This is an optimization exercise on Yosys and OpenROAD, whose aim is small area, not a production implementation. Function was checked by simulation only, so behaviour that the tests miss may differ from the original. Power and IR drop assume default switching activity.

== 09-12 ==
==> flow/design.v <==
package fetch_pkg;
    localparam int xlen = 32;
    localparam int line_bits = 64;
    localparam logic [xlen-1:0] nop_inst = 32'h0000_0013;
    typedef struct packed {
        logic [xlen-1:0] inst;
        logic [xlen-1:0] pc;
        logic [xlen-1:0] npc;
        logic            valid;
    } fetch_packet_t;
    typedef struct packed {
        logic [line_bits-1:0] data;
        logic                 valid;
    } icache_rsp_t;
    typedef struct packed {
        logic            req;
        logic [xlen-1:0] pc;
    } redirect_t;
endpackage
`timescale 1ns/1ps
module fetch_unit #(
    parameter int                          BUF_DEPTH      = 8,
    parameter int                          DECODE_CREDITS = 4,
    parameter logic [fetch_pkg::xlen-1:0]  RESET_PC       = '0
) (
    input  logic                       clock,
    input  logic                       reset,
    input  fetch_pkg::redirect_t       resolved_branch,
    input  fetch_pkg::redirect_t       predicted_branch,
    input  fetch_pkg::icache_rsp_t     icache_rsp,
    input  logic                       credit_return,
    output logic                       icache_req,
    output logic [fetch_pkg::xlen-1:0] icache_addr,
    output fetch_pkg::fetch_packet_t   issue_packet
);
    localparam int xlen  = fetch_pkg::xlen;
    localparam int idx_w = $clog2(BUF_DEPTH);
    localparam int crd_w = $clog2(DECODE_CREDITS + 1);
    logic [xlen-1:0]  inst_q [0:BUF_DEPTH-1];
    logic [xlen-1:0]  pc_q   [0:BUF_DEPTH-1];
    logic [BUF_DEPTH:0] occ;
    logic             busy;
    logic             held;
    logic [crd_w-1:0] credits;
    logic             issue_valid;
    logic             flush;
    logic             fetch_start;
    logic [xlen-1:0]  start_pc;
    logic             push;
    logic             pop;
    logic             live;
    logic             empty;
    logic [xlen-1:0]  word;
    logic [xlen-1:0]  out_pc;
    assign flush = resolved_branch.req;
    assign fetch_start = !reset && !busy && !occ[BUF_DEPTH];
    always_comb begin
        if (resolved_branch.req) begin
            start_pc = resolved_branch.pc;
        end else if (held) begin
            start_pc = pc_q[0];
        end else if (predicted_branch.req) begin
            start_pc = predicted_branch.pc;
        end else begin
            start_pc = pc_q[0] + 32'd4;
        end
    end
    assign icache_req  = fetch_start;
    assign icache_addr = {start_pc[xlen-1:3], 3'b000};
    always_ff @(posedge clock) begin
        if (reset) begin
            busy <= 1'b0;
            held <= 1'b1;
        end else begin
            if (fetch_start) begin
                busy <= 1'b1;
                held <= 1'b0;
            end else begin
                if (icache_rsp.valid) busy <= 1'b0;
                if (resolved_branch.req) held <= 1'b1;
            end
        end
    end
    assign push = busy && icache_rsp.valid && !held && !resolved_branch.req;
    assign word = pc_q[0][2] ? icache_rsp.data[2*xlen-1:xlen] : icache_rsp.data[xlen-1:0];
    always_ff @(posedge clock) begin
        if (reset) begin
            pc_q[0] <= RESET_PC;
        end else if (fetch_start || resolved_branch.req) begin
            pc_q[0] <= start_pc;
        end
    end
    always_ff @(posedge clock) begin
        if (push) begin
            inst_q[0] <= word;
        end
    end
    always_ff @(posedge clock) begin
        if (fetch_start) begin
            for (int k = 1; k < BUF_DEPTH; k++) begin
                pc_q[k]   <= pc_q[k-1];
                inst_q[k] <= inst_q[k-1];
            end
        end
    end
    assign live  = busy && !held;
    assign empty = occ[0] || (occ[1] && live);
    assign pop   = !empty && (credits != '0) && !flush;
    always_ff @(posedge clock) begin
        if (reset) begin
            occ <= (BUF_DEPTH+1)'(1);
        end else if (flush) begin
            occ <= fetch_start ? (BUF_DEPTH+1)'(2) : (BUF_DEPTH+1)'(1);
        end else if (fetch_start && !pop) begin
            occ <= {occ[BUF_DEPTH-1:0], 1'b0};
        end else if (pop && !fetch_start) begin
            occ <= {1'b0, occ[BUF_DEPTH:1]};
        end
    end
    always_ff @(posedge clock) begin
        if (reset) begin
            credits <= crd_w'(DECODE_CREDITS);
        end else begin
            case ({pop, credit_return})
                2'b10:   credits <= credits - 1'b1;
                2'b01:   credits <= credits + 1'b1;
                default: credits <= credits;
            endcase
        end
    end
    always_ff @(posedge clock) begin
        if (reset) begin
            issue_valid <= 1'b0;
        end else begin
            issue_valid <= pop;
        end
    end
    logic [xlen-1:0] out_inst;
    always_comb begin
        out_pc   = '0;
        out_inst = '0;
        for (int k = 0; k < BUF_DEPTH; k++) begin
            out_pc   = out_pc   | (pc_q[k]   & {xlen{occ[k]}});
            out_inst = out_inst | (inst_q[k] & {xlen{occ[k]}});
        end
    end
    always_comb begin
        issue_packet.inst  = out_inst;
        issue_packet.pc    = out_pc;
        issue_packet.npc   = out_pc + 32'd4;
        issue_packet.valid = issue_valid;
    end
endmodule
export LEC_CHECK = 0
export CAP_MARGIN = 20
export CORE_MARGIN = 2
export CORE_UTILIZATION = 40
export SLEW_MARGIN = 20
create_clock -name core_clock -period 6.0 [get_ports {clock}]
run.sh (not shown) runs the stock make flow with config.mk's settings and CLKGATE_MAP_FILE= SYNTH_SCRIPT=/design/flow/synth_recipe.tcl, a recipe that flattens the netlist after the stock synthesis.
09-12 reached the end of the flow, and the finished layout is clean on the timing, DRC and antenna checks.
--- input diff 09-12..02-20 ---
--- a/flow/design.v
+++ b/flow/design.v
@@ -35,28 +35,27 @@
 );
     localparam int xlen  = fetch_pkg::xlen;
     localparam int idx_w = $clog2(BUF_DEPTH);
     localparam int crd_w = $clog2(DECODE_CREDITS + 1);
     logic [xlen-1:0]  inst_q [0:BUF_DEPTH-1];
     logic [xlen-1:0]  pc_q   [0:BUF_DEPTH-1];
-    logic [BUF_DEPTH:0] occ;
+    logic [idx_w:0]   occ;
     logic             busy;
     logic             held;
     logic [crd_w-1:0] credits;
     logic             issue_valid;
     logic             flush;
     logic             fetch_start;
     logic [xlen-1:0]  start_pc;
     logic             push;
     logic             pop;
     logic             live;
-    logic             empty;
     logic [xlen-1:0]  word;
     logic [xlen-1:0]  out_pc;
     assign flush = resolved_branch.req;
-    assign fetch_start = !reset && !busy && !occ[BUF_DEPTH];
+    assign fetch_start = !reset && !busy && !occ[idx_w];
     always_comb begin
         if (resolved_branch.req) begin
             start_pc = resolved_branch.pc;
         end else if (held) begin
             start_pc = pc_q[0];
         end else if (predicted_branch.req) begin
@@ -100,24 +99,21 @@
             for (int k = 1; k < BUF_DEPTH; k++) begin
                 pc_q[k]   <= pc_q[k-1];
                 inst_q[k] <= inst_q[k-1];
             end
         end
     end
-    assign live  = busy && !held;
-    assign empty = occ[0] || (occ[1] && live);
-    assign pop   = !empty && (credits != '0) && !flush;
+    assign live = busy && !held;
+    assign pop  = (occ != '0) && !(occ == 1 && live) && (credits != '0) && !flush;
     always_ff @(posedge clock) begin
         if (reset) begin
-            occ <= (BUF_DEPTH+1)'(1);
+            occ <= '0;
         end else if (flush) begin
-            occ <= fetch_start ? (BUF_DEPTH+1)'(2) : (BUF_DEPTH+1)'(1);
-        end else if (fetch_start && !pop) begin
-            occ <= {occ[BUF_DEPTH-1:0], 1'b0};
-        end else if (pop && !fetch_start) begin
-            occ <= {1'b0, occ[BUF_DEPTH:1]};
+            occ <= fetch_start ? 1 : 0;
+        end else begin
+            occ <= occ + (idx_w+1)'(fetch_start) - (idx_w+1)'(pop);
         end
     end
     always_ff @(posedge clock) begin
         if (reset) begin
             credits <= crd_w'(DECODE_CREDITS);
         end else begin
@@ -132,22 +128,14 @@
         if (reset) begin
             issue_valid <= 1'b0;
         end else begin
             issue_valid <= pop;
         end
     end
-    logic [xlen-1:0] out_inst;
+    assign out_pc = pc_q[occ[idx_w-1:0]];
     always_comb begin
-        out_pc   = '0;
-        out_inst = '0;
-        for (int k = 0; k < BUF_DEPTH; k++) begin
-            out_pc   = out_pc   | (pc_q[k]   & {xlen{occ[k]}});
-            out_inst = out_inst | (inst_q[k] & {xlen{occ[k]}});
-        end
-    end
-    always_comb begin
-        issue_packet.inst  = out_inst;
+        issue_packet.inst  = inst_q[occ[idx_w-1:0]];
         issue_packet.pc    = out_pc;
         issue_packet.npc   = out_pc + 32'd4;
         issue_packet.valid = issue_valid;
     end
 endmodule
==> comparison <==
02-20: full flow OK, the timing, DRC and antenna checks passed
Higher number of cells on the critical path was reported by 02-20, not 09-12.
The run with more routed wire is 02-20, not 09-12.
02-20: worst setup slack is 0.41 ns lower than what 09-12 reported.
Taking 02-20 as 1.0, 09-12 lands at 1.08 on maximum frequency.
02-20 vs 09-12 — detail-routed net length per standard cell rose 1.2%.
Floorplan die height was higher in the run labelled 02-20.
Synthesized cell count on 02-20 is up relative to 09-12.
02-20 vs 09-12, final hold slack went up by 0.0050 ns.
When 02-20 is measured against 09-12, its global-route wire length before repair turns out about 8% higher.
Diff 09-12 -> 02-20: net switching fraction of the power up 12 points; ratio of final minimum period to clock period increased by 6.9 points relative to the old numbers.

-- re-timing with driven ports --
Ports are ideal in the flow. The routed layouts listed here were re-timed in OpenROAD.
Step 1 assumes that a clkbuf_16 drives the clock port and a buf_2 every other input.
Step 2 moves the port delays by t, midway between the first and last clock arrival at a register: inputs arrive t later, outputs are due t later. That takes back most of the time a late clock gives input paths.
a / b / c = no drivers / after step 1 / after step 2; a / b = the first two.
run	shift t [ns]	slack for setup (ns)	latest minus earliest clock arrival (ns)	worst data-port slew with drivers (ns)
09-12	0.657	0.591 / 0.532 / 1.189	0.037 / 0.036	0.07
02-20	0.667	0.180 / 0.124 / 0.791	0.029 / 0.029	0.05
After both steps setup and hold are still met in every run listed.
